This is an optimization exercise on Yosys and OpenROAD, whose aim is small area and a short achievable clock period, not a production implementation. No functional check of the RTL was part of any run shown here. Power and IR drop assume default switching activity.

$ cat config.mk
export PLATFORM = sky130hd
export DESIGN_NAME = ex_stage
export DESIGN_NICKNAME = ex_stage
export VERILOG_FILES = /design/flow/design.v
export SDC_FILE = /design/flow/constraint.sdc
export NUM_CORES = 4
export LEC_CHECK = 0
export CAP_MARGIN = 20
export CORE_MARGIN = 2
export CORE_UTILIZATION = 40
export SETUP_SLACK_MARGIN = 2.3
export SLEW_MARGIN = 20
$ cat constraint.sdc
create_clock -name core_clock -period 5.0 [get_ports {clk}]
set_input_delay 1.0000 -clock core_clock [delete_from_list [all_inputs] [get_ports {clk}]]
set_output_delay 1.0000 -clock core_clock [all_outputs]
set_load 0.01 [all_outputs]
$ cat design.v
`timescale 1ns/1ps
package ex_pkg;
    typedef enum logic [6:0] {
        OPC_OP_IMM = 7'b0010011,
        OPC_OP     = 7'b0110011,
        OPC_LUI    = 7'b0110111,
        OPC_AUIPC  = 7'b0010111,
        OPC_JAL    = 7'b1101111,
        OPC_JALR   = 7'b1100111,
        OPC_BRANCH = 7'b1100011
    } opcode_e;
endpackage
`timescale 1ns/1ps
`timescale 1ns/1ps
`timescale 1ns/1ps
`timescale 1ns/1ps
import ex_pkg::*;
module ex_stage (
    input  logic        clk,
    input  logic        arst_n_i,
    input  logic        inst_valid_i,
    input  logic [31:0] inst_pc_i,
    input  logic [6:0]  inst_opcode_i,
    input  logic [2:0]  inst_funct3_i,
    input  logic [6:0]  inst_funct7_i,
    input  logic [4:0]  inst_rd_i,
    input  logic [31:0] inst_imm_i,
    input  logic [31:0] inst_rs1_data_i,
    input  logic [31:0] inst_rs2_data_i,
    output logic        wb_valid_o,
    output logic [4:0]  wb_rd_o,
    output logic [31:0] wb_data_o,
    output logic        jump_valid_o,
    output logic [31:0] jump_target_o
);
    localparam int BS = 4;           
    localparam int NB = 32 / BS;     
    function automatic logic [BS:0] padd(input logic [BS-1:0] px, input logic [BS-1:0] gx,
                                         input logic cin);
        logic [BS-1:0] p, g, gn, pn;
        p = px;
        g = gx;
        g[0] = g[0] | (p[0] & cin);
        pn = p;
        for (int d = 1; d < BS; d = d * 2) begin
            gn = g;
            for (int i = d; i < BS; i++) begin
                gn[i] = g[i] | (pn[i] & g[i-d]);
            end
            for (int i = BS - 1; i >= d; i--) begin
                pn[i] = pn[i] & pn[i-d];
            end
            g = gn;
        end
        padd = {g[BS-1], p ^ {g[BS-2:0], cin}};
    endfunction
    function automatic logic [NB:0] carries(input logic [NB-1:0] gen, input logic [NB-1:0] prop);
        logic [NB-1:0] g, p, gn;
        g = gen;
        p = prop;
        for (int d = 1; d < NB; d = d * 2) begin
            gn = g;
            for (int i = d; i < NB; i++) begin
                gn[i] = g[i] | (p[i] & g[i-d]);
            end
            for (int i = NB - 1; i >= d; i--) begin
                p[i] = p[i] & p[i-d];
            end
            g = gn;
        end
        carries = {g, 1'b0};
    endfunction
    logic is_op, is_opimm, is_alu, is_lui, is_auipc, is_jal, is_jalr, is_branch;
    logic [2:0] f3;
    logic       alt;
    assign f3        = inst_funct3_i;
    assign alt       = inst_funct7_i[5];
    assign is_op     = inst_opcode_i == OPC_OP;
    assign is_opimm  = inst_opcode_i == OPC_OP_IMM;
    assign is_alu    = is_op | is_opimm;
    assign is_lui    = inst_opcode_i == OPC_LUI;
    assign is_auipc  = inst_opcode_i == OPC_AUIPC;
    assign is_jal    = inst_opcode_i == OPC_JAL;
    assign is_jalr   = inst_opcode_i == OPC_JALR;
    assign is_branch = inst_opcode_i == OPC_BRANCH;
    logic [31:0] rs1, rs2, imm, pc;
    assign rs1 = inst_rs1_data_i;
    assign rs2 = inst_rs2_data_i;
    assign imm = inst_imm_i;
    assign pc  = inst_pc_i;
    logic b6, b5, b2;
    assign b6 = inst_opcode_i[6];
    assign b5 = inst_opcode_i[5];
    assign b2 = inst_opcode_i[2];
    logic [31:0] opb;
    assign opb = b5 ? rs2 : imm;
    logic alu_slt, sub, use_adder;
    assign alu_slt   = is_alu & (f3[2:1] == 2'b01);
    assign sub       = ~b2 & (b6 | (~f3[2] & (f3[1] | (b5 & alt))));
    assign use_adder = b2 | b6 | (~f3[2] & (f3[1] | ~f3[0]));
    logic [31:0] add_a, add_b, add_b_raw;
    assign add_a = ~b2 ? rs1 : (pc & {32{b6 | ~b5}});
    always_comb begin
        for (int i = 0; i < 32; i++) begin
            if (!b2)
                add_b_raw[i] = opb[i];
            else if (b6)
                add_b_raw[i] = (i == 2);
            else
                add_b_raw[i] = (i >= 12) & imm[i];
        end
    end
    assign add_b = add_b_raw ^ {32{sub}};
    logic        shl, sh_fill;
    logic [31:0] sh_in, sh_out;
    logic [32:0] sh_wide;
    assign shl = ~f3[2];
    always_comb begin
        for (int i = 0; i < 32; i++) sh_in[i] = shl ? rs1[31-i] : rs1[i];
    end
    assign sh_fill = ~shl & alt & rs1[31];
    assign sh_wide = $signed({sh_fill, sh_in}) >>> {opb[4:3], 3'b000};
    assign sh_out  = sh_wide[31:0];
    logic [31:0] other;
    logic [31:0] bx, ba;
    assign bx = add_a ^ add_b;
    assign ba = add_a & add_b;
    always_comb begin
        case (f3)
            3'b100:  other = bx;
            3'b110:  other = bx | ba;
            3'b111:  other = ba;
            default: other = sh_out;
        endcase
    end
    logic [31:0]   wsum, tsum;
    logic [NB-1:0] wgen, tgen;
    logic [31:0]   tgt_a;
    assign tgt_a = (b2 & ~inst_opcode_i[3]) ? rs1 : pc;
    for (genvar b = 0; b < NB; b++) begin : g_blk
        logic [BS:0] ws, ts;
        assign ws = padd(bx[b*BS +: BS], ba[b*BS +: BS], (b == 0) ? sub : 1'b0);
        assign ts = padd(tgt_a[b*BS +: BS] ^ imm[b*BS +: BS], tgt_a[b*BS +: BS] & imm[b*BS +: BS], 1'b0);
        assign wsum[b*BS +: BS] = use_adder ? ws[BS-1:0] : other[b*BS +: BS];
        assign wgen[b]          = use_adder & ws[BS];
        assign tsum[b*BS +: BS] = ts[BS-1:0];
        assign tgen[b]          = ts[BS];
    end
    logic br_ok, s1_wb, s1_jmp, s1_breq, s1_brlt, s1_uns, s1_neg, s1_cy, s1_brc;
    assign br_ok   = is_branch & (f3[2] | ~f3[1]);
    assign s1_wb   = inst_valid_i & (is_alu | is_lui | is_auipc | is_jal | is_jalr);
    logic eq;
    assign eq = &bx;
    assign s1_jmp  = inst_valid_i & (is_jal | is_jalr) | (s1_breq & (eq ^ s1_neg)) |
                     (s1_brlt & ~s1_cy & (rs1[31] ^ s1_neg));
    assign s1_breq = inst_valid_i & br_ok & ~f3[2];
    assign s1_brlt = inst_valid_i & br_ok & f3[2];
    assign s1_uns  = is_branch ? f3[1] : f3[0];
    assign s1_neg  = f3[0];
    assign s1_cy   = s1_uns | ~(rs1[31] ^ opb[31]);
    assign s1_brc  = s1_brlt & s1_cy;
    logic          wb_q, jmp_q, brc_q;
    logic          neg_q, slt_q, sl_q, sr_q, cy_q, a31_q, fill_q;
    logic [2:0]    fs_q;
    logic [4:0]    rd_q;
    logic [31:0]   wsum_q, tsum_q;
    logic [NB-1:0] wgen_q, tgen_q;
    always_ff @(posedge clk or negedge arst_n_i) begin
        if (!arst_n_i) begin
            wb_q   <= 1'b0;
            jmp_q  <= 1'b0;
            brc_q  <= 1'b0;
        end else begin
            wb_q   <= s1_wb;
            jmp_q  <= s1_jmp;
            brc_q  <= s1_brc;
        end
    end
    always_ff @(posedge clk) begin
        neg_q  <= s1_neg;
        slt_q  <= alu_slt;
        sl_q   <= is_alu & (f3 == 3'b001);
        sr_q   <= is_alu & (f3 == 3'b101);
        fill_q <= sh_fill;
        fs_q   <= opb[2:0];
        cy_q   <= s1_cy;
        a31_q  <= rs1[31];
        rd_q   <= inst_rd_i;
        wsum_q <= wsum;
        tsum_q <= tsum;
        wgen_q <= wgen;
        tgen_q <= tgen;
    end
    logic [NB:0]   wc, tc;
    logic [NB-1:0] wprop, tprop;
    logic [31:0]   wres, tres;
    for (genvar b = 0; b < NB; b++) begin : g_prop
        assign wprop[b] = &wsum_q[b*BS +: BS];
        assign tprop[b] = &tsum_q[b*BS +: BS];
    end
    assign wc = carries(wgen_q, wprop);
    assign tc = carries(tgen_q, tprop);
    for (genvar b = 0; b < NB; b++) begin : g_inc
        logic [BS-1:0] winc, tinc;
        assign winc = wsum_q[b*BS +: BS] + 1'b1;
        assign tinc = tsum_q[b*BS +: BS] + 1'b1;
        assign wres[b*BS +: BS] = wc[b] ? winc : wsum_q[b*BS +: BS];
        assign tres[b*BS +: BS] = tc[b] ? tinc : tsum_q[b*BS +: BS];
    end
    logic [38:0] fwide;
    logic [31:0] fsh, fsh_rev;
    assign fwide = {{7{fill_q}}, wsum_q} >> fs_q;
    assign fsh   = fwide[31:0];
    always_comb begin
        for (int i = 0; i < 32; i++) fsh_rev[i] = fsh[31-i];
    end
    logic ltu, lt;
    assign ltu   = ~wc[NB];
    assign lt    = cy_q ? ltu : a31_q;
    always_ff @(posedge clk or negedge arst_n_i) begin
        if (!arst_n_i) begin
            wb_valid_o   <= 1'b0;
            jump_valid_o <= 1'b0;
        end else begin
            wb_valid_o   <= wb_q;
            jump_valid_o <= jmp_q | (brc_q & (ltu ^ neg_q));
        end
    end
    always_ff @(posedge clk) begin
        wb_rd_o       <= rd_q;
        wb_data_o     <= slt_q ? {31'b0, lt} :
                         sl_q  ? fsh_rev :
                         sr_q  ? fsh :
                                 wres;
        jump_target_o <= tres;
    end
endmodule
$ cat flow/run.sh
#!/bin/bash
# The standard layout, except that the port buffers are the smallest
# buffer (sky130_fd_sc_hd__buf_1) instead of the default choice; repair still
# resizes any of them that need it. ORFS keeps each step's full log under
# orfs/logs; make's own output goes to standard.log here.
set -euo pipefail
bash standard.sh "BUFFER_PORTS_ARGS=-buffer_cell sky130_fd_sc_hd__buf_1" finish > standard.log 2>&1
$ cat standard.sh
#!/bin/bash
# synth_recipe.tcl (not shown) runs the flow's synth.tcl, then flattens the netlist and writes it again
# the make line also repeats each setting of config.mk as NAME=value (left out here)
make -C /OpenROAD-flow-scripts/flow DESIGN_CONFIG=/design/flow/config.mk WORK_HOME=/design/flow/orfs CLKGATE_MAP_FILE= SYNTH_SCRIPT=/design/flow/synth_recipe.tcl "${@:-finish}"
==> results of run 1 <==
placed cells by master (no fill, tap or decap), types with 12 or more instances in the layout:
| master | instances |
|---|---|
| a211oi_1 | 31 |
| a21o_1 | 48 |
| a21oi_1 | 83 |
| a22oi_1 | 12 |
| a22oi_2 | 12 |
| buf_1 | 210 |
| buf_4 | 49 |
| clkbuf_16 | 19 |
| dfxtp_1 | 162 |
| ha_1 | 85 |
| ha_4 | 15 |
| inv_1 | 120 |
| mux2_2 | 24 |
| mux2i_1 | 75 |
| mux4_2 | 28 |
| nand2_1 | 165 |
| nand2b_1 | 12 |
| nand3_1 | 13 |
| nand4_1 | 20 |
| nor2_1 | 73 |
| o21a_1 | 15 |
| o21ai_0 | 108 |
| o22ai_1 | 30 |
| xnor2_1 | 53 |
| xor2_1 | 37 |
area by class of cell:
cell class                 count  share of cell area
multi-input combinational   1129               0.589
sequential                   168               0.212
timing repair buffer         288               0.102
tap                          402              0.0314
inverter                     126              0.0295
clock buffer                  19              0.0270
clock inverter                13             0.00866
antenna                        1            0.000156
where the power goes:
part           total, mW  switching, mW  internal, mW  leakage, nW
registers           1.95          0.261          1.69         1.44
logic               2.31           1.28          1.03         5.12
clock network       1.33          0.625         0.700        0.274
total               5.59           2.16          3.42         6.83
final timing paths:
path / from / to / slack, ps / depth (start not counted)
max in group asynchronous: arst_n_i / jmp_q / 4420 / 1
min in group asynchronous: arst_n_i / wb_valid_o / 370 / 1
worst min register to register: tsum_q[1] / jump_target_o[1] / 330 / 0
worst max register to register: wsum_q[4] / wb_data_o[20] / 2490 / 8
worst max-delay path: inst_opcode_i[5] / jmp_q / 1670 / 16
worst min-delay path: tsum_q[1] / jump_target_o[1] / 330 / 0
synth_stat cells (all sizes together), types with 10 or more instances:
cell,n
a22oi,24
nand4,20
nor2,76
mux2i,81
clkbuf,50
inv,125
a221oi,10
xnor2,73
o21ai,128
a211oi,32
ha,109
a21oi,98
o21a,16
nor2b,13
a21o,48
nand3,13
o22ai,33
nand2b,13
dfxtp,163
xor2,37
fa,16
mux4,28
nand2,165
buf,42
mux2,25
state kept, by name, indices dropped and copies added (netlist names), 3 cells and up:
| signal | cells |
|---|---|
| wb_data_o | 32 |
| jump_target_o | 32 |
| rd_q | 5 |
| tgen_q | 7 |
| wsum_q | 32 |
| wgen_q | 8 |
| fs_q | 3 |
| tsum_q | 32 |
| wb_rd_o | 5 |
per-layer routing:
metal	global-route usage	routed length (um)	up-vias
met3	0.0509	3190	64
li1	-	-	5780
met1	0.323	18000	5709
met4	0.0922	1270	2
met2	0.407	19900	487
met5	0	11	-
timing repair:
| action | in CTS | in global routing |
|---|---|---|
| pin swaps | 24 | 39 |
| gates resized for setup | 60 | 88 |
| endpoints found under the setup margin | 72 | 42 |
| buffers inserted | 23 | 23 |
| gates cloned | 3 | 1 |
cells by family (layout without fill, tap and decap cells):
group           count (synthesis)  after routing  synth area share
compound gates                438            439             0.221
simple gates                  321            321             0.108
buf+inv                       218            446            0.0690
flops                         168            168             0.263
mux                           134            134             0.134
fa+ha+maj                     125            125             0.131
xor+xnor                      110            110            0.0747
other cells                     0              1                 0
through the flow:
step | power (mW) | cell area, um2 | std cells | hold WS, ps | setup slack [ps]
6_report | 5.59 | 16000 | 2146 | 327 | 1670
5_1_grt | 5.93 | 16000 | 2145 | 332 | 1570
4_1_cts | 5.46 | 15300 | 2120 | 331 | 1760
3_5_place_dp | 4.01 | 14200 | 2062 | 314 | 578
3_3_place_gp | 3.99 | 14200 | 2062 | 310 | 596
2_1_floorplan | 3.34 | 13200 | 1514 | 310 | 1720
==> out/qor.txt, run 1 <==
Core area = 31,600 um2
Worst path top cell family by delay = simple AND/OR/NAND/NOR gates
Final hold violations = 0
Die Ht = 184 um
Largest net degree at the start of global routing = 84
Post-layout minimum cycle time = 3330 ps
RSZ-0062 raised after global routing = yes
Fin crit share = 0.666
Min-delay worst type = flop to flop
IO Pins = 224
Final nets = 2,008
Pre-antenna DRT Iters = 6
Fraction of layout cells with a size suffix above 1 = 0.165
Row cnt = 65
Drc violations = 0
FF+latch area = 3390 um2
Initial antenna violation count = 1
Synthesized area = 12,900 um2
Die Span X = 184 um
Critical Path Start Type = input port
H-tree Lvls = 4
CTS sink count = 168
Relative slew slack = 0.267
Critical-path cell list = clkbuf_16 -> a21oi_4 -> o21ai_4 -> nor2b_4 -> buf_12 -> buf_16 -> buf_4 -> xnor2_2 -> ha_4 -> nand4_1 -> nor4_2 -> buf_4 -> nand2_1 -> xor2_1 -> or3_1 -> a31oi_1
Seq cells post-synth = 168
Violation count after the first detailed-route iteration = 981
Crit-path max FO = 5
Starting Density = 0.408
Distinct cells, synth = 70
Mapped Nets = 1,792
Power Density = 349 nW/um2
Sequential share of the synthesized area = 0.263
Crit path DAT = 3710 ps
CP Capture Type = flop
Multi-input gate area = 9450 um2
Cells after Synth = 1,514
Clock slew seen by the registers of the worst setup and hold paths = 70 ps
Worst Max-Slew Pin Slew = 1100 ps
Later-pin clock latency in the skew report = 460 ps
Max Cap Viol = 0
Routed WL = 42,400 um
Area grow syn2layout = 24.3%
Area leader, netlist = dfxtp_1
Async set-reset flop share out of synthesis = 0.0298
Total CTS buffers = 17
CP most frequent cell = buf_4
Util after Layout = 0.507
Worst Path Buf+Inv = 5
Vias post-DR = 12,000
Hold-fix buffers at CTS = 0
Gr ovfl total = 0
Max Fclk = 0.300 GHz
Clk buf depth = 2
Slowest CP cell = or3_1
CTS Root Cell = clkbuf_16
Required time worst endpoint = 5380 ps
CTS tree = yes
Syn. warnings = 1
Static Leak = 6.83 nW
Hpwl dp = 31,900 um
EDFF count, synth = 0
Final ANT Viol Nets = 0
Maximum vdd ir drop = 0.277 mV
Final Skew = 8.54 ps
Top cell type's share of synthesized area = 0.253
CP peak stage delay = 330 ps
Dominant synthesized flop cell = dfxtp_1
Final setup viols = 0
WS Path Type = input port to flop
Drt wl/cell = 19.7 um
GPL Wtd Cong = 0.928
Status = complete, no violations
First-pass GRT wire length = 64,600 um
Number of global-route vias before repair = 11,400
Vias/cell = 5.61
Sum Neg Setup Slack = 0 ps
Max-slew violations = 0
Syn avg cell area = 8.52 um2
Filler Cell Count = 3,024
Die Area = 33,700 um2
Overall routing resource usage = 0.249
Port bufs = 217
Synth top area cells = dfxtp_1, ha_1, mux2i_1
==> run 2, diff against run 1 <==
--- a/config.mk
+++ b/config.mk
@@ -8,5 +8,5 @@
 export CAP_MARGIN = 20
 export CORE_MARGIN = 2
-export CORE_UTILIZATION = 40
+export CORE_UTILIZATION = 30
 export SETUP_SLACK_MARGIN = 2.3
 export SLEW_MARGIN = 20
==> run 2 against run 1 <==
Still clean on timing, DRC and antenna. Cell area decreased by 0.31%. Die area rose by 33%. Worst setup slack better by 90 ps. Routed wire length grew 8.7%. Sequential power barely moved. Cell count rose by 6.2%. First-iteration DRC count grew 14%. Flip-flop and latch count stayed put. Sequential share of layout area rose by 0.066 points. Global-route usage fell by 4.8 points. Synthesized cell count did not move. Critical endpoint unchanged. Largest cell class unchanged. Highest routed layer unchanged.
==> out/qor.txt, run 2 <==
Vias/cell = 5.27 (-6.1%)
Clk buf depth = 2 (unchanged)
Static Leak = 6.77 nW (-0.90%)
Final nets = 2,004 (-0.20%)
CTS sink count = 168 (unchanged)
Hold Path Depth = 0 (unchanged)
Die Ht = 211 um (+15%)
Number of global-route vias before repair = 11,600 (+1.7%)
Overall routing resource usage = 0.201 (-0.0480)
Status = complete, no violations
Distinct cells, synth = 70 (unchanged)
GR Util met2 = 0.321 (-0.0864)
Count leader, synth = nand2_1
Max Fclk = 0.309 GHz (+2.8%)
Slowest CP cell = ha_1
Largest net degree at the start of global routing = 83 (-1.2%)
Maximum vdd ir drop = 0.244 mV (-12%)
Vias post-DR = 12,000 (-0.30%)
Final hold violations = 0 (unchanged)
Die Area = 44,700 um2 (+33%)
Drc violations = 0 (unchanged)
Max Cap Viol = 0 (unchanged)
Commonest non-fill, non-tap cell in the layout = buf_1
Worst path top cell family by delay = simple AND/OR/NAND/NOR gates
Max-slew violations = 0 (unchanged)
Area leader, netlist = dfxtp_1
Dominant synthesized flop cell = dfxtp_1
Reg2reg setup slack = 2480 ps (about the same)
Placed Area = 14,400 um2 (+1.6%)
Levels on crit path = 13 (-3)
Syn avg cell area = 8.52 um2 (unchanged)
Final Skew = 14.2 ps (+5.69 ps)
Crit path DAT = 3650 ps (-60 ps)
Commonest cells post-synth = nand2_1, dfxtp_1, inv_1, o21ai_0, ha_1
Critical Path Start Type = input port
Final non-filler cell area = 16,000 um2 (-0.31%)
Relative slew slack = 0.267 (-0.000300)
Final setup viols = 0 (unchanged)
Starting Density = 0.305 (-0.102)
Syn. warnings = 1 (unchanged)
Initial antenna violation count = 4 (+3)
Most frequent cells in the layout = buf_1, nand2_1, dfxtp_1
CP Capture Type = flop
Mapped Nets = 1,792 (unchanged)
Gr ovfl total = 0 (unchanged)
WS Path Type = input port to flop
Routed WL = 46,000 um (+8.7%)
Fin crit share = 0.648 (-0.0181)
Worst Path Buf+Inv = 2 (-3)
CTS Root Cell = clkbuf_16
Fraction of layout cells with a size suffix above 1 = 0.155 (-0.0105)
Total CTS buffers = 17 (unchanged)
CP peak stage delay = 400 ps (+70 ps)
Hold-fix buffers at CTS = 0 (unchanged)
GPL Wtd Cong = 0.936 (+0.91%)
First-pass GRT wire length = 67,800 um (+5.0%)
Top cell type's share of synthesized area = 0.253 (unchanged)
Hpwl dp = 34,700 um (+8.8%)
Synthesized area = 12,900 um2 (unchanged)
Die Span X = 211 um (+15%)
GR Util met1 = 0.257 (-0.0661)
Async set-reset flop share out of synthesis = 0.0298 (unchanged)
Seq cells post-synth = 168 (unchanged)
R2R depth = 7 (-1)
Post-layout minimum cycle time = 3240 ps (-90.3 ps)
IO Pins = 224 (unchanged)
Clock slew seen by the registers of the worst setup and hold paths = 70 ps (about the same)
RSZ-0062 raised after global routing = yes
Violation count after the first detailed-route iteration = 1,118 (+14%)
Pre-antenna DRT Iters = 5 (-1)
Synth top area cells = dfxtp_1, ha_1, mux2i_1
Power Density = 354 nW/um2 (+1.5%)
Min-delay worst type = flop to flop
Area grow syn2layout = 23.9%
Drt wl/cell = 20.2 um (+2.4%)
Worst Max-Slew Pin Slew = 1100 ps (-0.613 ps)
Core area = 42,200 um2 (+33%)
Critical-path cell list = clkbuf_16 -> a21oi_4 -> o21ai_4 -> nor2b_4 -> buf_12 -> xnor2_1 -> ha_1 -> nand4_1 -> nor4_2 -> nand2_1 -> xor2_1 -> or3_1 -> a31oi_1
Later-pin clock latency in the skew report = 490 ps (+30 ps)
Final ANT Viol Nets = 0 (unchanged)
EDFF count, synth = 0 (unchanged)
Sequential share of the synthesized area = 0.263 (unchanged)
CTS tree = yes
Required time worst endpoint = 5410 ps (+30 ps)
Port bufs = 217 (unchanged)
Row cnt = 75 (+15%)
Crit-path max FO = 10 (+5)
Cells after Synth = 1,514 (unchanged)
GRT busiest layer = met2
H-tree Lvls = 4 (unchanged)
Met3 global-route usage = 0.0510 (+0.000120)
Sum Neg Setup Slack = 0 ps (unchanged)
-- run 2: cell counts after synthesis --
Identical to the previous run, type by type.
-- run 2: layer usage --
layer / part of all wire / wire (um)
met1: 0.43 / 19600
met2: 0.47 / 21400
met3: 0.071 / 3290
met4: 0.036 / 1660
met5: 0.00096 / 44
-- run 2: path summary, 6_finish.rpt --
path / startpoint / end
hold reg to reg: rd_q[4] / wb_rd_o[4]
min in group asynchronous: arst_n_i / wb_valid_o
setup reg to reg: tsum_q[4] / jump_target_o[29]
max in group asynchronous: arst_n_i / brc_q
hold / removal: rd_q[4] / wb_rd_o[4]
setup / recovery: inst_opcode_i[5] / jmp_q
-- run 2: area by class of cell --
cell class              count  area [um2]
flip-flops and latches    168        3390
diodes                      1        2.50
clock inverters            14         173
clock buffers              18         450
repair buffers            283        1600
inverters                 126         477
well taps                 539         674
fillers                  4329       26200
multi-input cells        1130        9220
-- run 2: report_power, final --
part / total [mW] / switching [mW] / internal (mW)
Sequential: 1.95 / 0.263 / 1.69
Clock: 1.42 / 0.677 / 0.746
Combinational: 2.28 / 1.29 / 0.987
Total: 5.65 / 2.23 / 3.42
-- run 2: kinds of logic after synthesis --
kind of cell               Yosys count  share of synthesized area
adders and majority gates          125                      0.131
AOI/OAI and AO/OA                  438                      0.221
DFF                                168                      0.263
and+or+nand+nor                    321                      0.108
muxes                              134                      0.134
xor gates and xnor gates           110                     0.0747
buffers and inverters              218                     0.0690
-- run 2: per-stage QoR --
| step | util | setup slack [ps] | std cells | hold slack [ps] | power, mW |
|---|---|---|---|---|---|
| 6_report | 0.378 | 1760 | 2279 | 326 | 5.65 |
| 5_1_grt | 0.378 | 1570 | 2279 | 333 | 5.98 |
| 3_3_place_gp | 0.341 | 773 | 2205 | 310 | 4.03 |
| 2_1_floorplan | - | 1720 | 1514 | 310 | 3.34 |
| 4_1_cts | 0.366 | 1820 | 2255 | 319 | 5.59 |
| 3_5_place_dp | 0.341 | 752 | 2205 | 312 | 4.06 |
-- run 2: repair_timing --
action	4_1_cts	5_1_grt
pin swaps	7	27
resized for setup	53	64
endpoints found under the setup margin	54	31
hold endpoints to repair	0	0
gates cloned	2	5
setup buffers	16	18
==> run 3, diff against run 2 <==
--- a/design.v
+++ b/design.v
@@ -34,6 +34,8 @@
     output logic [31:0] jump_target_o
 );
-    localparam int BS = 4;           
+    localparam int BS = 2;           
     localparam int NB = 32 / BS;     
+    localparam int BT = 4;           
+    localparam int NT = 32 / BT;     
     function automatic logic [BS:0] padd(input logic [BS-1:0] px, input logic [BS-1:0] gx,
                                          input logic cin);
@@ -70,4 +72,39 @@
         end
         carries = {g, 1'b0};
+    endfunction
+    function automatic logic [BT:0] padd_t(input logic [BT-1:0] px, input logic [BT-1:0] gx,
+                                         input logic cin);
+        logic [BT-1:0] p, g, gn, pn;
+        p = px;
+        g = gx;
+        g[0] = g[0] | (p[0] & cin);
+        pn = p;
+        for (int d = 1; d < BT; d = d * 2) begin
+            gn = g;
+            for (int i = d; i < BT; i++) begin
+                gn[i] = g[i] | (pn[i] & g[i-d]);
+            end
+            for (int i = BT - 1; i >= d; i--) begin
+                pn[i] = pn[i] & pn[i-d];
+            end
+            g = gn;
+        end
+        padd_t = {g[BT-1], p ^ {g[BT-2:0], cin}};
+    endfunction
+    function automatic logic [NT:0] carries_t(input logic [NT-1:0] gen, input logic [NT-1:0] prop);
+        logic [NT-1:0] g, p, gn;
+        g = gen;
+        p = prop;
+        for (int d = 1; d < NT; d = d * 2) begin
+            gn = g;
+            for (int i = d; i < NT; i++) begin
+                gn[i] = g[i] | (p[i] & g[i-d]);
+            end
+            for (int i = NT - 1; i >= d; i--) begin
+                p[i] = p[i] & p[i-d];
+            end
+            g = gn;
+        end
+        carries_t = {g, 1'b0};
     endfunction
     logic is_op, is_opimm, is_alu, is_lui, is_auipc, is_jal, is_jalr, is_branch;
@@ -135,23 +172,24 @@
     end
     logic [31:0]   wsum, tsum;
-    logic [NB-1:0] wgen, tgen;
+    logic [NB-1:0] wgen;
+    logic [NT-1:0] tgen;
     logic [31:0]   tgt_a;
     assign tgt_a = (b2 & ~inst_opcode_i[3]) ? rs1 : pc;
     for (genvar b = 0; b < NB; b++) begin : g_blk
-        logic [BS:0] ws, ts;
+        logic [BS:0] ws;
         assign ws = padd(bx[b*BS +: BS], ba[b*BS +: BS], (b == 0) ? sub : 1'b0);
-        assign ts = padd(tgt_a[b*BS +: BS] ^ imm[b*BS +: BS], tgt_a[b*BS +: BS] & imm[b*BS +: BS], 1'b0);
         assign wsum[b*BS +: BS] = use_adder ? ws[BS-1:0] : other[b*BS +: BS];
         assign wgen[b]          = use_adder & ws[BS];
-        assign tsum[b*BS +: BS] = ts[BS-1:0];
-        assign tgen[b]          = ts[BS];
+    end
+    for (genvar b = 0; b < NT; b++) begin : g_tblk
+        logic [BT:0] ts;
+        assign ts = padd_t(tgt_a[b*BT +: BT] ^ imm[b*BT +: BT], tgt_a[b*BT +: BT] & imm[b*BT +: BT], 1'b0);
+        assign tsum[b*BT +: BT] = ts[BT-1:0];
+        assign tgen[b]          = ts[BT];
     end
     logic br_ok, s1_wb, s1_jmp, s1_breq, s1_brlt, s1_uns, s1_neg, s1_cy, s1_brc;
     assign br_ok   = is_branch & (f3[2] | ~f3[1]);
     assign s1_wb   = inst_valid_i & (is_alu | is_lui | is_auipc | is_jal | is_jalr);
-    logic eq;
-    assign eq = &bx;
-    assign s1_jmp  = inst_valid_i & (is_jal | is_jalr) | (s1_breq & (eq ^ s1_neg)) |
-                     (s1_brlt & ~s1_cy & (rs1[31] ^ s1_neg));
+    assign s1_jmp  = inst_valid_i & (is_jal | is_jalr) | (s1_brlt & ~s1_cy & (rs1[31] ^ s1_neg));
     assign s1_breq = inst_valid_i & br_ok & ~f3[2];
     assign s1_brlt = inst_valid_i & br_ok & f3[2];
@@ -160,18 +198,21 @@
     assign s1_cy   = s1_uns | ~(rs1[31] ^ opb[31]);
     assign s1_brc  = s1_brlt & s1_cy;
-    logic          wb_q, jmp_q, brc_q;
+    logic          wb_q, jmp_q, breq_q, brc_q;
     logic          neg_q, slt_q, sl_q, sr_q, cy_q, a31_q, fill_q;
     logic [2:0]    fs_q;
     logic [4:0]    rd_q;
     logic [31:0]   wsum_q, tsum_q;
-    logic [NB-1:0] wgen_q, tgen_q;
+    logic [NB-1:0] wgen_q;
+    logic [NT-1:0] tgen_q;
     always_ff @(posedge clk or negedge arst_n_i) begin
         if (!arst_n_i) begin
             wb_q   <= 1'b0;
             jmp_q  <= 1'b0;
+            breq_q <= 1'b0;
             brc_q  <= 1'b0;
         end else begin
             wb_q   <= s1_wb;
             jmp_q  <= s1_jmp;
+            breq_q <= s1_breq;
             brc_q  <= s1_brc;
         end
@@ -192,20 +233,16 @@
         tgen_q <= tgen;
     end
-    logic [NB:0]   wc, tc;
-    logic [NB-1:0] wprop, tprop;
-    logic [31:0]   wres, tres;
-    for (genvar b = 0; b < NB; b++) begin : g_prop
+    logic [NB:0]   wc;
+    logic [NT:0]   tc;
+    logic [NB-1:0] wprop;
+    logic [NT-1:0] tprop;
+    for (genvar b = 0; b < NB; b++) begin : g_wprop
         assign wprop[b] = &wsum_q[b*BS +: BS];
-        assign tprop[b] = &tsum_q[b*BS +: BS];
+    end
+    for (genvar b = 0; b < NT; b++) begin : g_tprop
+        assign tprop[b] = &tsum_q[b*BT +: BT];
     end
     assign wc = carries(wgen_q, wprop);
-    assign tc = carries(tgen_q, tprop);
-    for (genvar b = 0; b < NB; b++) begin : g_inc
-        logic [BS-1:0] winc, tinc;
-        assign winc = wsum_q[b*BS +: BS] + 1'b1;
-        assign tinc = tsum_q[b*BS +: BS] + 1'b1;
-        assign wres[b*BS +: BS] = wc[b] ? winc : wsum_q[b*BS +: BS];
-        assign tres[b*BS +: BS] = tc[b] ? tinc : tsum_q[b*BS +: BS];
-    end
+    assign tc = carries_t(tgen_q, tprop);
     logic [38:0] fwide;
     logic [31:0] fsh, fsh_rev;
@@ -215,7 +252,12 @@
         for (int i = 0; i < 32; i++) fsh_rev[i] = fsh[31-i];
     end
+    logic eq;
+    assign eq = (wsum_q[BS-1:0] == '0) & wgen_q[0] & (&(wprop[NB-1:1] & ~wgen_q[NB-1:1]));
     logic ltu, lt;
     assign ltu   = ~wc[NB];
     assign lt    = cy_q ? ltu : a31_q;
+    logic [31:0]   wd_q, td_q;
+    logic [NB-1:0] wcar_q;
+    logic [NT-1:0] tcar_q;
     always_ff @(posedge clk or negedge arst_n_i) begin
         if (!arst_n_i) begin
@@ -224,14 +266,26 @@
         end else begin
             wb_valid_o   <= wb_q;
-            jump_valid_o <= jmp_q | (brc_q & (ltu ^ neg_q));
+            jump_valid_o <= jmp_q | (breq_q & (eq ^ neg_q)) | (brc_q & (ltu ^ neg_q));
         end
     end
     always_ff @(posedge clk) begin
-        wb_rd_o       <= rd_q;
-        wb_data_o     <= slt_q ? {31'b0, lt} :
-                         sl_q  ? fsh_rev :
-                         sr_q  ? fsh :
-                                 wres;
-        jump_target_o <= tres;
+        wb_rd_o <= rd_q;
+        wd_q    <= slt_q ? {31'b0, lt} :
+                   sl_q  ? fsh_rev :
+                   sr_q  ? fsh :
+                           wsum_q;
+        wcar_q  <= wc[NB-1:0] & {NB{~slt_q}};
+        td_q    <= tsum_q;
+        tcar_q  <= tc[NT-1:0];
+    end
+    for (genvar b = 0; b < NB; b++) begin : g_winc
+        logic [BS-1:0] winc;
+        assign winc = wd_q[b*BS +: BS] + 1'b1;
+        assign wb_data_o[b*BS +: BS] = wcar_q[b] ? winc : wd_q[b*BS +: BS];
+    end
+    for (genvar b = 0; b < NT; b++) begin : g_tinc
+        logic [BT-1:0] tinc;
+        assign tinc = td_q[b*BT +: BT] + 1'b1;
+        assign jump_target_o[b*BT +: BT] = tcar_q[b] ? tinc : td_q[b*BT +: BT];
     end
 endmodule
==> run 3 against run 2 <==
Synthesized area rose by 3.9%. Cell area rose by 2.2%. Worst setup slack improved by 500 ps. Combinational power fell by 15%. Still clean. Critical endpoint is now wsum_q[19]. Routed wire length rose by 3.8%. Utilization fell by 0.84 points. Synthesized cell count fell by 1.4%. Power fell by 1.1%.
==> out/qor.txt, run 3 <==
Max Fclk = 0.365 GHz (+18%)
Dominant synthesized flop cell = dfxtp_1
Port bufs = 217 (unchanged)
Row cnt = 77 (+2.7%)
Status = complete, no violations
Final setup viols = 0 (unchanged)
Slowest CP cell = fa_1
Count leader, synth = dfxtp_1
Vias/cell = 5.23 (-0.66%)
Finished Layout Cells = 2,310 (+1.4%)
GPL Wtd Cong = 0.931 (-0.59%)
Later-pin clock latency in the skew report = 460 ps (-30 ps)
Largest net degree at the start of global routing = 71 (-14%)
CP most frequent cell = buf_4
Sequential share of the synthesized area = 0.300 (+0.0368)
Sequential Power Share = 0.399 (+0.054)
Critical-path cell list = buf_8 -> buf_12 -> nor2b_4 -> buf_4 -> a22oi_1 -> xor2_1 -> buf_4 -> fa_1 -> nor2_1 -> a31o_2
Seq cells post-synth = 199 (+18%)
Final nets = 1,984 (-1.0%)
Combinational share of power = 0.347 (-0.056)
Syn avg cell area = 8.98 um2 (+5.4%)
Commonest cells post-synth = dfxtp_1, nand2_1, o21ai_0, inv_1, ha_1
Crit-path max FO = 9 (-1)
Maximum vdd ir drop = 0.240 mV (-1.7%)
RSZ-0062 raised after global routing = yes
Core area = 44,100 um2 (+4.5%)
Vias post-DR = 12,100 (+0.69%)
CTS tree = yes
Fin crit share = 0.548 (-0.0993)
Hpwl dp = 35,400 um (+2.1%)
Util after Layout = 0.370 (-0.00836)
Fraction of layout cells with a size suffix above 1 = 0.153 (-0.00209)
Switching Share = 0.371 (-0.0231)
Cells after Synth = 1,493 (-1.4%)
Overall routing resource usage = 0.200 (-0.000433)
IO Pins = 224 (unchanged)
Required time worst endpoint = 5350 ps (-60 ps)
Critical Path Start Type = input port
Most frequent cells in the layout = buf_1, dfxtp_1, nand2_1
Area leader, netlist = dfxtp_1
Violation count after the first detailed-route iteration = 1,079 (-3.5%)
Sum Neg Setup Slack = 0 ps (unchanged)
Final hold violations = 0 (unchanged)
Final Skew = 12.1 ps (-2.16 ps)
Placed Cells = 2,228 (+1.0%)
Number of global-route vias before repair = 11,800 (+2.5%)
Power share of the clock group = 0.254 (+0.002)
Mapped Nets = 1,772 (-1.1%)
CTS sink count = 199 (+18%)
Max-slew violations = 0 (unchanged)
WS Path Type = input port to flop
H-tree Lvls = 4 (unchanged)
CTS Root Cell = clkbuf_16
Pre-antenna DRT Iters = 5 (unchanged)
Routed WL = 47,800 um (+3.8%)
Max Cap Viol = 0 (unchanged)
Total CTS buffers = 17 (unchanged)
Drt wl/cell = 20.7 um (+2.4%)
Worst Max-Slew Pin Slew = 1030 ps (-73.0 ps)
Top cell type's share of synthesized area = 0.288 (+0.0353)
Commonest non-fill, non-tap cell in the layout = buf_1
CP Capture Type = flop
Gr ovfl total = 0 (unchanged)
Distinct cells, synth = 61 (-13%)
Initial antenna violation count = 3 (-1)
First-pass GRT wire length = 70,600 um (+4.2%)
Final ANT Viol Nets = 0 (unchanged)
Hold-fix buffers at CTS = 0 (unchanged)
Starting Density = 0.304 (-0.00173)
Area grow syn2layout = 21.9%
Static Leak = 6.91 nW (+2.0%)
Clock slew seen by the registers of the worst setup and hold paths = 70 ps (about the same)
P_int = 3.51 mW (+2.6%)
Worst path top cell family by delay = buffers and inverters
Worst Path Buf+Inv = 4 (+2)
CP peak stage delay = 500 ps (+100 ps)
Clk buf depth = 2 (unchanged)
Psw = 2.08 mW (-6.9%)
Die Span X = 215 um (+1.9%)
Die Ht = 215 um (+1.9%)
Crit path DAT = 3090 ps (-560 ps)
Syn. warnings = 1 (unchanged)
Power Density = 342 nW/um2 (-3.2%)
EDFF count, synth = 0 (unchanged)
Synth top area cells = dfxtp_1, ha_1, mux4_2
Synthesized area = 13,400 um2 (+3.9%)
Drc violations = 0 (unchanged)
Die Area = 46,400 um2 (+3.8%)
Hold slack = 329 ps (+2.55 ps)
Min-delay worst type = flop to flop
Async set-reset flop share out of synthesis = 0.0302 (+0.000389)
Post-layout minimum cycle time = 2740 ps (-497 ps)
Relative slew slack = 0.316 (+0.0495)
-- run 3: cell count changes in the layout (fill, tap and decap cells not counted), moves of 15 or more --
cell / previous run / this run
a21o_1: 48 / 32
a21oi_1: 86 / 43
dfxtp_1: 162 / 191
fa_1: 9 / 24
mux2i_1: 74 / 55
mux4_2: 28 / 49
nor2b_1: 7 / 30
o21ai_0: 107 / 123
-- run 3: final timing paths --
kind / from / end / slack, ps / cells past startpoint
max: inst_opcode_i[5] / wsum_q[19] / 2260 / 10
min: tsum_q[3] / td_q[3] / 330 / 0
max reg2reg: wsum_q[25] / jump_valid_o / 2530 / 5
min reg2reg: tsum_q[3] / td_q[3] / 330 / 0
max in group asynchronous: arst_n_i / brc_q / 4340 / 1
min in group asynchronous: arst_n_i / wb_valid_o / 410 / 1
-- run 3: per-stage QoR --
| step | cell area, um2 | power [mW] | setup slack (ps) |
|---|---|---|---|
| 3_5_place_dp | 14800 | 4.06 | 528 |
| 6_report | 16300 | 5.59 | 2260 |
| 5_1_grt | 16300 | 5.90 | 2200 |
| 3_3_place_gp | 14800 | 4.02 | 503 |
| 4_1_cts | 15900 | 5.55 | 2250 |
| 2_1_floorplan | 13600 | 3.38 | 2050 |
-- run 3: power by group through the flow --
stage | Clock, mW | Sequential [mW] | Combinational (mW)
CTS | 1.46 | 2.22 | 1.88
global placement | 0 | 2.25 | 1.78
global route | 1.51 | 2.27 | 2.12
finish | 1.42 | 2.23 | 1.94
detailed placement | 0 | 2.26 | 1.80
floorplan | 0 | 2.11 | 1.26
-- run 3: worst register-to-register path: stages, from the launching register on --
cell       delay (ps)
dfxtp_1           560
nand4_1           280
nor4_1            800
nand4_1           270
o21ai_0           240
a2bb2oi_1         230
-- run 3: cell families (layout without fill, tap and decap cells) --
kind of cell	count (synthesis)	count (layout)	share of synthesized area
AOI/OAI and AO/OA	368	369	0.171
and+or+nand+nor	347	350	0.118
buffers and inverters	225	445	0.0686
DFF	199	199	0.300
adders and majority gates	126	126	0.131
muxes	125	125	0.144
xor gates and xnor gates	103	103	0.0673
other	0	1	0
-- run 3: final cells by class --
class / instances / area (um2)
Tap cell: 592 / 741
Antenna cell: 1 / 2.50
Inverter: 133 / 503
Timing Repair Buffer: 280 / 1550
Timing Repair inverter: 1 / 7.51
Clock inverter: 14 / 164
Clock buffer: 17 / 425
Multi-Input combinational cell: 1073 / 8920
Sequential cell: 199 / 4020
Fill cell: 4563 / 27800
-- run 3: metal layers --
layer / vias to the layer above / wire length [um] / track usage
met2: 568 / 22000 / 0.328
li1: 5649 / - / -
met3: 87 / 3670 / 0.0467
met1: 5781 / 20400 / 0.259
met5: - / 20 / 0
met4: 4 / 1680 / 0.0676
-- run 3: timing repair --
item	4_1_cts	5_1_grt
resized for setup	41	79
pin swaps	10	19
setup buffers	26	15
gates cloned	5	4
endpoints found under the setup margin	80	41
endpoints found under the hold margin	0	0
==> run 4, diff against run 3 <==
--- a/design.v
+++ b/design.v
@@ -157,5 +157,5 @@
     end
     assign sh_fill = ~shl & alt & rs1[31];
-    assign sh_wide = $signed({sh_fill, sh_in}) >>> {opb[4:3], 3'b000};
+    assign sh_wide = $signed({sh_fill, sh_in}) >>> {opb[4], 4'b0000};
     assign sh_out  = sh_wide[31:0];
     logic [31:0] other;
@@ -200,5 +200,5 @@
     logic          wb_q, jmp_q, breq_q, brc_q;
     logic          neg_q, slt_q, sl_q, sr_q, cy_q, a31_q, fill_q;
-    logic [2:0]    fs_q;
+    logic [3:0]    fs_q;
     logic [4:0]    rd_q;
     logic [31:0]   wsum_q, tsum_q;
@@ -224,5 +224,5 @@
         sr_q   <= is_alu & (f3 == 3'b101);
         fill_q <= sh_fill;
-        fs_q   <= opb[2:0];
+        fs_q   <= opb[3:0];
         cy_q   <= s1_cy;
         a31_q  <= rs1[31];
@@ -245,7 +245,7 @@
     assign wc = carries(wgen_q, wprop);
     assign tc = carries_t(tgen_q, tprop);
-    logic [38:0] fwide;
+    logic [46:0] fwide;
     logic [31:0] fsh, fsh_rev;
-    assign fwide = {{7{fill_q}}, wsum_q} >> fs_q;
+    assign fwide = {{15{fill_q}}, wsum_q} >> fs_q;
     assign fsh   = fwide[31:0];
     always_comb begin
--- a/config.mk
+++ b/config.mk
@@ -9,4 +9,4 @@
 export CORE_MARGIN = 2
 export CORE_UTILIZATION = 30
-export SETUP_SLACK_MARGIN = 2.3
+export SETUP_SLACK_MARGIN = 2.6
 export SLEW_MARGIN = 20
==> run 4 against run 3 <==
Still clean. Routed wire length rose by 7.1%. Critical endpoint unchanged. Count of clock-buffer cells in the layout increased by 1. Sequential power grew 3%. Clock skew increased by 2.1 ps. Combinational power up 19%. Worst setup slack gained 140 ps. Critical path depth increased by 5.
==> out/qor.txt, run 4 <==
Sequential share of the synthesized area = 0.297 (-0.00203)
Max Fclk = 0.385 GHz (+5.4%)
Reg2reg start = wsum_q[14]
Maximum vdd ir drop = 0.238 mV (-0.91%)
Vias post-DR = 12,800 (+5.6%)
Crit-path max FO = 6 (-3)
Commonest non-fill, non-tap cell in the layout = buf_1
Async set-reset flop share out of synthesis = 0.0300 (-0.000151)
Util after Layout = 0.405 (+0.0344)
EDFF count, synth = 0 (unchanged)
Post-layout minimum cycle time = 2600 ps (-142 ps)
Row cnt = 77 (unchanged)
R2R depth = 6 (+1)
Syn. warnings = 1 (unchanged)
FF-to-FF End = wd_q[0]
Port bufs = 217 (unchanged)
Mapped Nets = 1,832 (+3.4%)
Sequential Power Share = 0.383 (-0.016)
DP Worst Slack = 1120 ps (+588 ps)
Overall routing resource usage = 0.214 (+0.0136)
Critical-path cell list = buf_12 -> a21oi_4 -> o21ai_4 -> nor2b_4 -> buf_12 -> buf_12 -> xor2_4 -> inv_1 -> ha_2 -> nand2_1 -> o211ai_1 -> o21ai_1 -> nand2_1 -> a21oi_1 -> a21oi_1
First-pass GRT wire length = 76,100 um (+7.7%)
Top cell type's share of synthesized area = 0.286 (-0.00190)
WS Path Type = input port to flop
Largest net degree at the start of global routing = 57 (-20%)
Final nets = 2,064 (+4.0%)
Fraction of layout cells with a size suffix above 1 = 0.252 (+0.0989)
Final setup viols = 0 (unchanged)
Count leader, synth = dfxtp_1
Final Skew = 14.2 ps (+2.10 ps)
Syn avg cell area = 8.73 um2 (-2.7%)
Static Leak = 7.49 nW (+8.4%)
Later-pin clock latency in the skew report = 460 ps (about the same)
Distinct cells, synth = 60 (-1.6%)
Gr ovfl total = 0 (unchanged)
Seq cells post-synth = 200 (+0.50%)
Min-delay worst type = flop to flop
Clk buf depth = 2 (unchanged)
Max-slew violations = 0 (unchanged)
Drc violations = 0 (unchanged)
RSZ-0062 raised after global routing = yes
Final hold violations = 0 (unchanged)
Final ANT Viol Nets = 0 (unchanged)
P_int = 3.72 mW (+5.9%)
Hold Path Depth = 0 (unchanged)
Initial antenna violation count = 3 (unchanged)
Required time worst endpoint = 5340 ps (about the same)
CTS Root Cell = clkbuf_16
Crit path DAT = 2940 ps (-150 ps)
Slowest CP cell = nor2b_4
H-tree Lvls = 4 (unchanged)
CTS tree = yes
WHS Endpoint = wb_rd_o[3]
Area leader, netlist = dfxtp_1
Placed Area = 15,100 um2 (+2.2%)
Die Ht = 217 um (+0.58%)
IO Pins = 224 (unchanged)
Core area = 44,400 um2 (+0.65%)
Worst Max-Slew Pin Slew = 884 ps (-142 ps)
Starting Density = 0.305 (+0.00160)
Area grow syn2layout = 32.5%
Final worst slack = 2400 ps (+142 ps)
Combinational share of power = 0.386 (+0.039)
Total CTS buffers = 17 (unchanged)
Fin crit share = 0.520 (-0.0283)
Pre-antenna DRT Iters = 9 (+4)
Hpwl dp = 36,700 um (+3.8%)
Clock slew seen by the registers of the worst setup and hold paths = 70 ps (about the same)
Filler Cell Count = 4,397 (-3.6%)
Power Density = 333 nW/um2 (-2.6%)
HP Start = rd_q[3]
Vias/cell = 5.34 (+2.0%)
Die Span X = 217 um (+0.58%)
Number of global-route vias before repair = 12,800 (+8.3%)
Sum Neg Setup Slack = 0 ps (unchanged)
CP Capture Type = flop
Die Area = 46,900 um2 (+1.2%)
Relative slew slack = 0.409 (+0.0927)
Most frequent cells in the layout = buf_1, dfxtp_1, nand2_1
Critical Path Start Type = input port
CTS sink count = 200 (+0.50%)
CP most frequent cell = buf_12
Status = complete, no violations
Psw = 2.27 mW (+9.2%)
Switching Share = 0.379 (+0.00714)
Reg2reg setup slack = 2700 ps (+170 ps)
Dominant synthesized flop cell = dfxtp_1
CP peak stage delay = 260 ps (-240 ps)
Synth top area cells = dfxtp_1, ha_1, mux4_2
Violation count after the first detailed-route iteration = 1,114 (+3.2%)
Synthesized area = 13,600 um2 (+1.2%)
Max Cap Viol = 0 (unchanged)
Commonest cells post-synth = dfxtp_1, nand2_1, inv_1, o21ai_0, ha_1
GPL Wtd Cong = 0.936 (+0.54%)
Routed WL = 51,200 um (+7.1%)
Drt wl/cell = 21.4 um (+3.4%)
Power share of the clock group = 0.231 (-0.023)
Hold-fix buffers at CTS = 0 (unchanged)
Final non-filler cell area = 18,000 um2 (+10%)
Total power = 5.99 mW (+7.1%)
Cells after Synth = 1,553 (+4.0%)
-- run 4: cell count changes in the layout (fill, tap and decap cells not counted), moves of 21 or more --
cell / before / now
o22ai_1: 36 / 8
o21ai_0: 123 / 74
a21oi_1: 43 / 86
ha_1: 95 / 62
nor2_1: 67 / 94
buf_1: 209 / 188
-- run 4: repair_timing --
item                       in CTS  in global routing
cloned                          9                  2
setup endpoints to repair     141                 76
gates resized for setup       212                143
buffers inserted               47                 19
pin swaps                      34                 52
-- run 4: metrics by stage --
step,cells,hold slack [ps]
finish,2393,326
global route,2392,332
CTS,2368,330
detailed placement,2281,313
global placement,2281,312
floorplan,1553,310
-- run 4: area by class of cell --
cell class                      count  area (um2)  share of cell area
Multi-Input combinational cell   1113        9930               0.553
Sequential cell                   200        4080               0.227
Timing Repair Buffer              310        2080               0.116
Tap cell                          592         741              0.0412
Inverter                          143         539              0.0300
Clock buffer                       18         439              0.0244
Clock inverter                     13         138             0.00766
Antenna cell                        4        10.0            0.000557
-- run 4: power groups by stage --
stage               logic, mW  clock network, mW  registers [mW]
floorplan                1.36                  0            2.12
global placement         1.88                  0            2.29
detailed placement       1.90                  0            2.30
CTS                      2.17               1.41            2.27
global route             2.50               1.48            2.32
finish                   2.31               1.39            2.29
-- run 4: critical path: cells and delay by family --
kind	cells	cell delay [ps]
AOI/OAI and AO/OA	6	700
xor gates and xnor gates	1	170
adders and majority gates	1	160
buffers and inverters	4	510
and+or+nand+nor	3	400
-- run 4: logic make-up after synthesis --
logic type,Yosys count,synth area share
xor gates and xnor gates,102,0.0659
and+or+nand+nor,349,0.114
muxes,117,0.129
buffers and inverters,246,0.0731
DFF,200,0.297
adders and majority gates,126,0.130
AOI/OAI and AO/OA,413,0.191
-- run 4: how the worst max path moves through the flow --
stage / to / slack, ps / startpoint
final: wsum_q[19] / 2400 / inst_opcode_i[5]
after floorplan: wsum_q[29] / 2060 / inst_opcode_i[5]
after CTS: wsum_q[9] / 2460 / inst_opcode_i[5]
after detailed placement: wsum_q[23] / 1120 / inst_opcode_i[2]
after global routing: wsum_q[13] / 2350 / inst_opcode_i[2]
after global placement: wsum_q[27] / 1160 / inst_opcode_i[2]
-- run 4: metal layers --
metal | GRT usage | vias up | routed length [um]
met3 | 0.0561 | 126 | 4510
met4 | 0.0984 | 0 | 2140
met1 | 0.266 | 6117 | 20600
li1 | - | 5881 | -
met5 | 0 | - | 0
met2 | 0.346 | 648 | 23900
==> run 5, diff against run 4 <==
--- a/config.mk
+++ b/config.mk
@@ -9,4 +9,4 @@
 export CORE_MARGIN = 2
 export CORE_UTILIZATION = 30
-export SETUP_SLACK_MARGIN = 2.6
+export SETUP_SLACK_MARGIN = 2.3
 export SLEW_MARGIN = 20
==> run 5 against run 4 <==
Cell count fell by 1.0%. Synthesized area is the same. Combinational power shrank 12%. Global-route usage shrank 0.99 points. Synthesized cell count is the same. Via count fell by 2.1%. Clock skew is 2.5 ps higher. Sequential power is essentially flat. Critical path type unchanged.
==> out/qor.txt, run 5 <==
Die Area = 46,900 um2 (unchanged)
WHS Endpoint = td_q[0]
Sequential share of the synthesized area = 0.297 (unchanged)
Synthesized area = 13,600 um2 (unchanged)
Relative slew slack = 0.231 (-0.177)
Hold-fix buffers at CTS = 0 (unchanged)
Crit path DAT = 3110 ps (+170 ps)
Mapped Nets = 1,832 (unchanged)
Reg2reg setup slack = 2450 ps (-250 ps)
HP Start = tsum_q[0]
Row cnt = 77 (unchanged)
Syn. warnings = 1 (unchanged)
Filler Cell Count = 4,537 (+3.2%)
Switching Share = 0.377 (-0.00199)
Post-layout minimum cycle time = 2760 ps (+162 ps)
Hpwl dp = 36,400 um (-0.83%)
Number of global-route vias before repair = 12,500 (-2.9%)
Initial antenna violation count = 5 (+2)
P_int = 3.53 mW (-5.1%)
Combinational share of power = 0.360 (-0.026)
First-pass GRT wire length = 73,200 um (-3.8%)
IO Pins = 224 (unchanged)
Syn avg cell area = 8.73 um2 (unchanged)
Worst Max-Slew Pin Slew = 1150 ps (+268 ps)
Clk buf depth = 2 (unchanged)
Fin crit share = 0.553 (+0.0324)
WS Path Type = input port to flop
Crit-path max FO = 6 (unchanged)
Status = complete, no violations
Sum Neg Setup Slack = 0 ps (unchanged)
Power Density = 341 nW/um2 (+2.5%)
CTS sink count = 200 (unchanged)
CTS tree = yes
GPL Wtd Cong = 0.927 (-0.95%)
Hold slack = 325 ps (-1.76 ps)
Critical Path Start Type = input port
CTS Root Cell = clkbuf_16
Vias/cell = 5.28 (-1.0%)
Overall routing resource usage = 0.204 (-0.00991)
Seq cells post-synth = 200 (unchanged)
FF-to-FF End = wcar_q[13]
Drc violations = 0 (unchanged)
Power share of the clock group = 0.240 (+0.009)
Reg2reg start = wsum_q[2]
Max Cap Viol = 0 (unchanged)
Die Ht = 217 um (unchanged)
Vias post-DR = 12,500 (-2.1%)
Pre-antenna DRT Iters = 7 (-2)
Sequential Power Share = 0.401 (+0.018)
Max Fclk = 0.362 GHz (-5.9%)
Largest net degree at the start of global routing = 62 (+8.8%)
Total CTS buffers = 17 (unchanged)
Final non-filler cell area = 16,600 um2 (-7.7%)
Final setup viols = 0 (unchanged)
Port bufs = 217 (unchanged)
Async set-reset flop share out of synthesis = 0.0300 (unchanged)
Final nets = 2,041 (-1.1%)
Clock slew seen by the registers of the worst setup and hold paths = 70 ps (about the same)
Distinct cells, synth = 60 (unchanged)
Later-pin clock latency in the skew report = 470 ps (about the same)
Commonest non-fill, non-tap cell in the layout = buf_1
Core area = 44,400 um2 (unchanged)
EDFF count, synth = 0 (unchanged)
Hold Path Depth = 0 (unchanged)
Max-slew violations = 0 (unchanged)
Maximum vdd ir drop = 0.244 mV (+2.6%)
Min-delay worst type = flop to flop
Cells after Synth = 1,553 (unchanged)
Gr ovfl total = 0 (unchanged)
Dominant synthesized flop cell = dfxtp_1
Starting Density = 0.305 (unchanged)
Die Span X = 217 um (unchanged)
RSZ-0062 raised after global routing = yes
Most frequent cells in the layout = buf_1, dfxtp_1, nand2_1
Count leader, synth = dfxtp_1
Fraction of layout cells with a size suffix above 1 = 0.148 (-0.104)
Final ANT Viol Nets = 0 (unchanged)
H-tree Lvls = 4 (unchanged)
Top cell type's share of synthesized area = 0.286 (unchanged)
Psw = 2.13 mW (-5.9%)
Area grow syn2layout = 22.3%
CP Capture Type = flop
Placed Area = 15,000 um2 (-0.70%)
Synth top area cells = dfxtp_1, ha_1, mux4_2
R2R depth = 6 (unchanged)
Required time worst endpoint = 5350 ps (about the same)
Violation count after the first detailed-route iteration = 1,046 (-6.1%)
Drt wl/cell = 20.7 um (-3.4%)
Area leader, netlist = dfxtp_1
Static Leak = 7.03 nW (-6.1%)
Routed WL = 48,900 um (-4.4%)
Final hold violations = 0 (unchanged)
Commonest cells post-synth = dfxtp_1, nand2_1, inv_1, o21ai_0, ha_1
Final Skew = 16.7 ps (+2.48 ps)
run 5: cell types whose count changed in the layout (fill, tap and decap cells not counted), moves of 12 or more:
cell,before,now
ha_4,14,2
o21ai_2,24,2
inv_1,123,135
dfxtp_1,174,192
buf_1,188,210
fa_1,8,24
o21ai_0,74,107
fa_2,16,0
ha_1,62,92
ha_2,26,8
run 5: worst max-delay path by stage:
stage | start | to | slack (ps) | depth (start not counted)
6_report | inst_opcode_i[5] | wsum_q[13] | 2240 | 13
5_1_grt | inst_opcode_i[5] | wsum_q[13] | 2210 | 13
4_1_cts | inst_opcode_i[5] | wsum_q[29] | 2260 | 13
3_5_place_dp | inst_opcode_i[6] | wsum_q[29] | 930 | 12
3_3_place_gp | inst_opcode_i[6] | wsum_q[23] | 1030 | 12
2_1_floorplan | inst_opcode_i[5] | wsum_q[29] | 2060 | 12
run 5: power groups by stage:
stage          combinational [mW]  clock [mW]  sequential, mW
2_1_floorplan                1.34           0            2.12
5_1_grt                      2.22        1.45            2.29
4_1_cts                      1.96        1.38            2.26
6_report                     2.04        1.36            2.27
3_5_place_dp                 1.88           0            2.29
3_3_place_gp                 1.86           0            2.28
run 5: cell type report:
class                           count  area (um2)  area share
Timing Repair Buffer              291        1640      0.0990
Clock inverter                     12         116     0.00702
Sequential cell                   200        4040       0.244
Tap cell                          592         741      0.0447
Antenna cell                        2        5.00    0.000302
Multi-Input combinational cell   1109        9060       0.546
Clock buffer                       19         443      0.0267
Inverter                          143         537      0.0324
run 5: critical path, cell delays in order:
cell	delay, ps
buf_8	80
buf_6	90
a21oi_4	50
o21ai_4	170
buf_12	140
nor2b_4	230
clkbuf_16	210
xnor2_4	130
ha_4	160
inv_2	40
fa_1	500
nor2_1	50
a31o_2	250
run 5: what timing repair did:
item / CTS / global route
gates cloned: 3 / 3
endpoints found under the setup margin: 88 / 36
resized for setup: 56 / 69
setup buffers: 32 / 13
pin swaps: 18 / 35
run 5: through the flow:
stage | util | total power, mW | cells | setup WS, ps
after floorplan | - | 3.46 | 1553 | 2060
after global placement | 0.338 | 4.14 | 2284 | 1030
after detailed placement | 0.338 | 4.16 | 2284 | 925
after CTS | 0.363 | 5.60 | 2350 | 2260
after global routing | 0.373 | 5.97 | 2366 | 2210
final | 0.373 | 5.66 | 2368 | 2240
run 5: cell families (layout without fill, tap and decap cells):
logic type / count (synthesis) / in the layout / synth area share
flops: 200 / 200 / 0.297
simple gates: 349 / 350 / 0.114
buf+inv: 246 / 465 / 0.0731
fa+ha+maj: 126 / 126 / 0.130
other cells: 0 / 2 / 0
mux: 117 / 117 / 0.129
compound gates: 413 / 414 / 0.191
xor+xnor: 102 / 102 / 0.0659
run 5: routing by layer:
layer,GRT usage,vias up,part of all wire
li1,-,5821,-
met1,0.256,5986,0.42
met2,0.336,598,0.47
met3,0.0480,98,0.077
met4,0.0836,4,0.038
met5,0,-,0.00057
==> run 6, diff against run 5 <==
--- a/design.v
+++ b/design.v
@@ -237,5 +237,6 @@
     logic [NB-1:0] wprop;
     logic [NT-1:0] tprop;
-    for (genvar b = 0; b < NB; b++) begin : g_wprop
+    logic [31:0]   wres, tres;
+    for (genvar b = 0; b < NB; b++) begin : g_prop
         assign wprop[b] = &wsum_q[b*BS +: BS];
     end
@@ -245,4 +246,14 @@
     assign wc = carries(wgen_q, wprop);
     assign tc = carries_t(tgen_q, tprop);
+    for (genvar b = 0; b < NB; b++) begin : g_inc
+        logic [BS-1:0] winc;
+        assign winc = wsum_q[b*BS +: BS] + 1'b1;
+        assign wres[b*BS +: BS] = wc[b] ? winc : wsum_q[b*BS +: BS];
+    end
+    for (genvar b = 0; b < NT; b++) begin : g_tinc
+        logic [BT-1:0] tinc;
+        assign tinc = tsum_q[b*BT +: BT] + 1'b1;
+        assign tres[b*BT +: BT] = tc[b] ? tinc : tsum_q[b*BT +: BT];
+    end
     logic [46:0] fwide;
     logic [31:0] fsh, fsh_rev;
@@ -257,7 +268,4 @@
     assign ltu   = ~wc[NB];
     assign lt    = cy_q ? ltu : a31_q;
-    logic [31:0]   wd_q, td_q;
-    logic [NB-1:0] wcar_q;
-    logic [NT-1:0] tcar_q;
     always_ff @(posedge clk or negedge arst_n_i) begin
         if (!arst_n_i) begin
@@ -270,22 +278,10 @@
     end
     always_ff @(posedge clk) begin
-        wb_rd_o <= rd_q;
-        wd_q    <= slt_q ? {31'b0, lt} :
-                   sl_q  ? fsh_rev :
-                   sr_q  ? fsh :
-                           wsum_q;
-        wcar_q  <= wc[NB-1:0] & {NB{~slt_q}};
-        td_q    <= tsum_q;
-        tcar_q  <= tc[NT-1:0];
-    end
-    for (genvar b = 0; b < NB; b++) begin : g_winc
-        logic [BS-1:0] winc;
-        assign winc = wd_q[b*BS +: BS] + 1'b1;
-        assign wb_data_o[b*BS +: BS] = wcar_q[b] ? winc : wd_q[b*BS +: BS];
-    end
-    for (genvar b = 0; b < NT; b++) begin : g_tinc
-        logic [BT-1:0] tinc;
-        assign tinc = td_q[b*BT +: BT] + 1'b1;
-        assign jump_target_o[b*BT +: BT] = tcar_q[b] ? tinc : td_q[b*BT +: BT];
+        wb_rd_o       <= rd_q;
+        wb_data_o     <= slt_q ? {31'b0, lt} :
+                         sl_q  ? fsh_rev :
+                         sr_q  ? fsh :
+                                 wres;
+        jump_target_o <= tres;
     end
 endmodule
==> run 6 against run 5 <==
Combinational power grew 12%. Register-to-register slack lost 80 ps. Sequential power shrank 7%. Non-clock buffer count shrank 17. Die area grew 1.5%. Cell count grew 1.1%. Via count grew 4.5%. Global-route usage grew 0.54 points. Synthesized area grew 1.6%. Cell area is essentially flat. Critical path type unchanged. Highest routed layer unchanged.
==> out/qor.txt, run 6 <==
Status = complete, no violations
Min-delay worst type = flop to flop
Synthesized area = 13,800 um2 (+1.6%)
Final ANT Viol Nets = 0 (unchanged)
GPL Wtd Cong = 0.901 (-2.8%)
Routed WL = 50,400 um (+3.0%)
Core area = 45,400 um2 (+2.2%)
Die Area = 47,600 um2 (+1.5%)
Starting Density = 0.304 (-0.00179)
Die Ht = 218 um (+0.77%)
Util after Layout = 0.366 (-0.00785)
WS Path Type = input port to flop
Crit-path max FO = 10 (+4)
CTS Root Cell = clkbuf_16
Hold Path Depth = 0 (unchanged)
Commonest non-fill, non-tap cell in the layout = buf_1
Row cnt = 78 (+1.3%)
R2R depth = 7 (+1)
Max-slew violations = 0 (unchanged)
Syn avg cell area = 8.71 um2 (-0.22%)
Final non-filler cell area = 16,600 um2 (about the same)
CP Capture Type = flop
Relative slew slack = 0.264 (+0.0329)
Critical Path Start Type = input port
First-pass GRT wire length = 74,900 um (+2.3%)
Gr ovfl total = 0 (unchanged)
H-tree Lvls = 4 (unchanged)
Number of global-route vias before repair = 12,500 (+0.76%)
Placed Area = 15,300 um2 (+2.3%)
Static Leak = 7.02 nW (-0.20%)
Pre-antenna DRT Iters = 7 (unchanged)
Top cell type's share of synthesized area = 0.250 (-0.0364)
Final hold violations = 0 (unchanged)
Clk buf depth = 2 (unchanged)
CTS tree = yes
Die Span X = 218 um (+0.77%)
Port bufs = 217 (unchanged)
Area leader, netlist = dfxtp_1
Most frequent cells in the layout = buf_1, dfxtp_1, nand2_1
Power Density = 348 nW/um2 (+1.8%)
Distinct cells, synth = 74 (+23%)
Final Skew = 15.5 ps (-1.14 ps)
Max Fclk = 0.373 GHz (+3.2%)
Drc violations = 0 (unchanged)
EDFF count, synth = 0 (unchanged)
Sequential share of the synthesized area = 0.261 (-0.0366)
Hold slack = 327 ps (+2.10 ps)
Count leader, synth = dfxtp_1
Vias/cell = 5.46 (+3.4%)
Crit path DAT = 3020 ps (-90 ps)
Cells after Synth = 1,581 (+1.8%)
Dominant synthesized flop cell = dfxtp_1
Worst Max-Slew Pin Slew = 1100 ps (-51.9 ps)
Required time worst endpoint = 5340 ps (about the same)
Maximum vdd ir drop = 0.334 mV (+37%)
Fin crit share = 0.536 (-0.0169)
Final nets = 2,072 (+1.5%)
Violation count after the first detailed-route iteration = 1,476 (+41%)
Synth top area cells = dfxtp_1, ha_1, mux4_2
Drt wl/cell = 21.0 um (+1.9%)
Total CTS buffers = 17 (unchanged)
Initial antenna violation count = 4 (-1)
CTS sink count = 178 (-11%)
Async set-reset flop share out of synthesis = 0.0337 (+0.00371)
Fraction of layout cells with a size suffix above 1 = 0.144 (-0.00364)
Hold-fix buffers at CTS = 0 (unchanged)
Filler Cell Count = 4,686 (+3.3%)
Sum Neg Setup Slack = 0 ps (unchanged)
Syn. warnings = 1 (unchanged)
Max Cap Viol = 0 (unchanged)
Vias post-DR = 13,100 (+4.5%)
Clock slew seen by the registers of the worst setup and hold paths = 70 ps (about the same)
IO Pins = 224 (unchanged)
Final setup viols = 0 (unchanged)
Seq cells post-synth = 178 (-11%)
Mapped Nets = 1,875 (+2.3%)
Overall routing resource usage = 0.209 (+0.00539)
Hpwl dp = 38,000 um (+4.4%)
RSZ-0062 raised after global routing = yes
Area grow syn2layout = 20.4%
Largest net degree at the start of global routing = 82 (+32%)
Commonest cells post-synth = dfxtp_1, o21ai_0, nand2_1, inv_1, ha_1
Post-layout minimum cycle time = 2680 ps (-84.7 ps)
Final worst slack = 2320 ps (+84.7 ps)
DP Worst Slack = 1160 ps (+238 ps)
Later-pin clock latency in the skew report = 490 ps (+20 ps)
## run 6: per-layer routing
metal | share of wire | track usage
met1 | 0.41 | 0.271
met2 | 0.46 | 0.337
met3 | 0.094 | 0.0530
met4 | 0.032 | 0.0737
met5 | 0.00026 | 0
## run 6: what timing repair did
action | CTS | global route
buffers inserted | 7 | 23
gates resized for setup | 33 | 39
endpoints found under the setup margin | 88 | 41
cloned | 3 | 3
pin swaps | 3 | 6
## run 6: critical path, cell delays in order
cell and delay (ps):
buf_2 160, inv_1 130, a21boi_4 250, buf_4 160
buf_6 160, nand2_1 60, o21ai_0 220, ha_1 270
inv_1 60, fa_1 480, a21oi_1 60
## run 6: logic make-up after synthesis
group | synth area share
buf+inv | 0.0682
mux | 0.152
fa+ha+maj | 0.141
xor+xnor | 0.0509
compound gates | 0.212
simple gates | 0.115
flops | 0.261
## run 6: final cells by class
class,instances,area (um2),share of cell area
multi-input combinational,1166,9690,0.584
clock buffer,19,453,0.0273
tap,600,751,0.0453
timing repair buffer,274,1430,0.0861
antenna,3,7.51,0.000453
inverter,141,533,0.0321
sequential,178,3600,0.217
clock inverter,13,125,0.00754
## run 6: worst paths after layout
kind,startpoint,end,slack [ps]
worst max-delay path,inst_opcode_i[6],wsum_q[19],2320
worst min-delay path,rd_q[4],wb_rd_o[4],330
worst max register to register,tsum_q[4],jump_target_o[29],2370
worst min register to register,rd_q[4],wb_rd_o[4],330
max in group asynchronous,arst_n_i,breq_q,4360
min in group asynchronous,arst_n_i,jump_valid_o,380
## run 6: power breakdown
| part | internal (mW) | switching (mW) |
|---|---|---|
| clock network | 0.717 | 0.642 |
| registers | 1.76 | 0.360 |
| logic | 1.02 | 1.27 |
## run 6: per-stage QoR
stage / total power, mW / cells
2_1_floorplan: 3.50 / 1581
3_3_place_gp: 4.27 / 2323
3_5_place_dp: 4.30 / 2323
4_1_cts: 5.73 / 2365
5_1_grt: 6.11 / 2391
6_report: 5.77 / 2394

[afterwards: timing with drivers on the ports]
Ports are ideal in the flow. The routed layouts listed here were re-timed in OpenROAD.
Step 1 assumes that a clkbuf_16 drives the clock port and a buf_2 every other input.
Step 2 moves the port delays by t, midway between the first and last clock arrival at a register: inputs arrive t later, outputs are due t later. That takes back most of the time a late clock gives input paths.
a / b / c = ideal / step 1 / step 2; a / b = the first two.
run	t (ns)	slack for setup (ns)	worst data-port slew with drivers (ns)
run 1	0.508	1.671 / 1.670 / 1.162	0.09
run 2	0.536	1.761 / 1.757 / 1.222	0.11
run 3	0.514	2.258 / 2.264 / 1.750	0.09
run 4	0.506	2.399 / 2.330 / 1.824	0.15
run 5	0.511	2.237 / 2.217 / 1.706	0.15
run 6	0.540	2.322 / 2.315 / 1.774	0.13
After both steps every run listed still meets setup and hold. For run 4, which loses most, drivers alone change the setup slack by -0.069 ns; drivers and shift together by -0.575 ns.
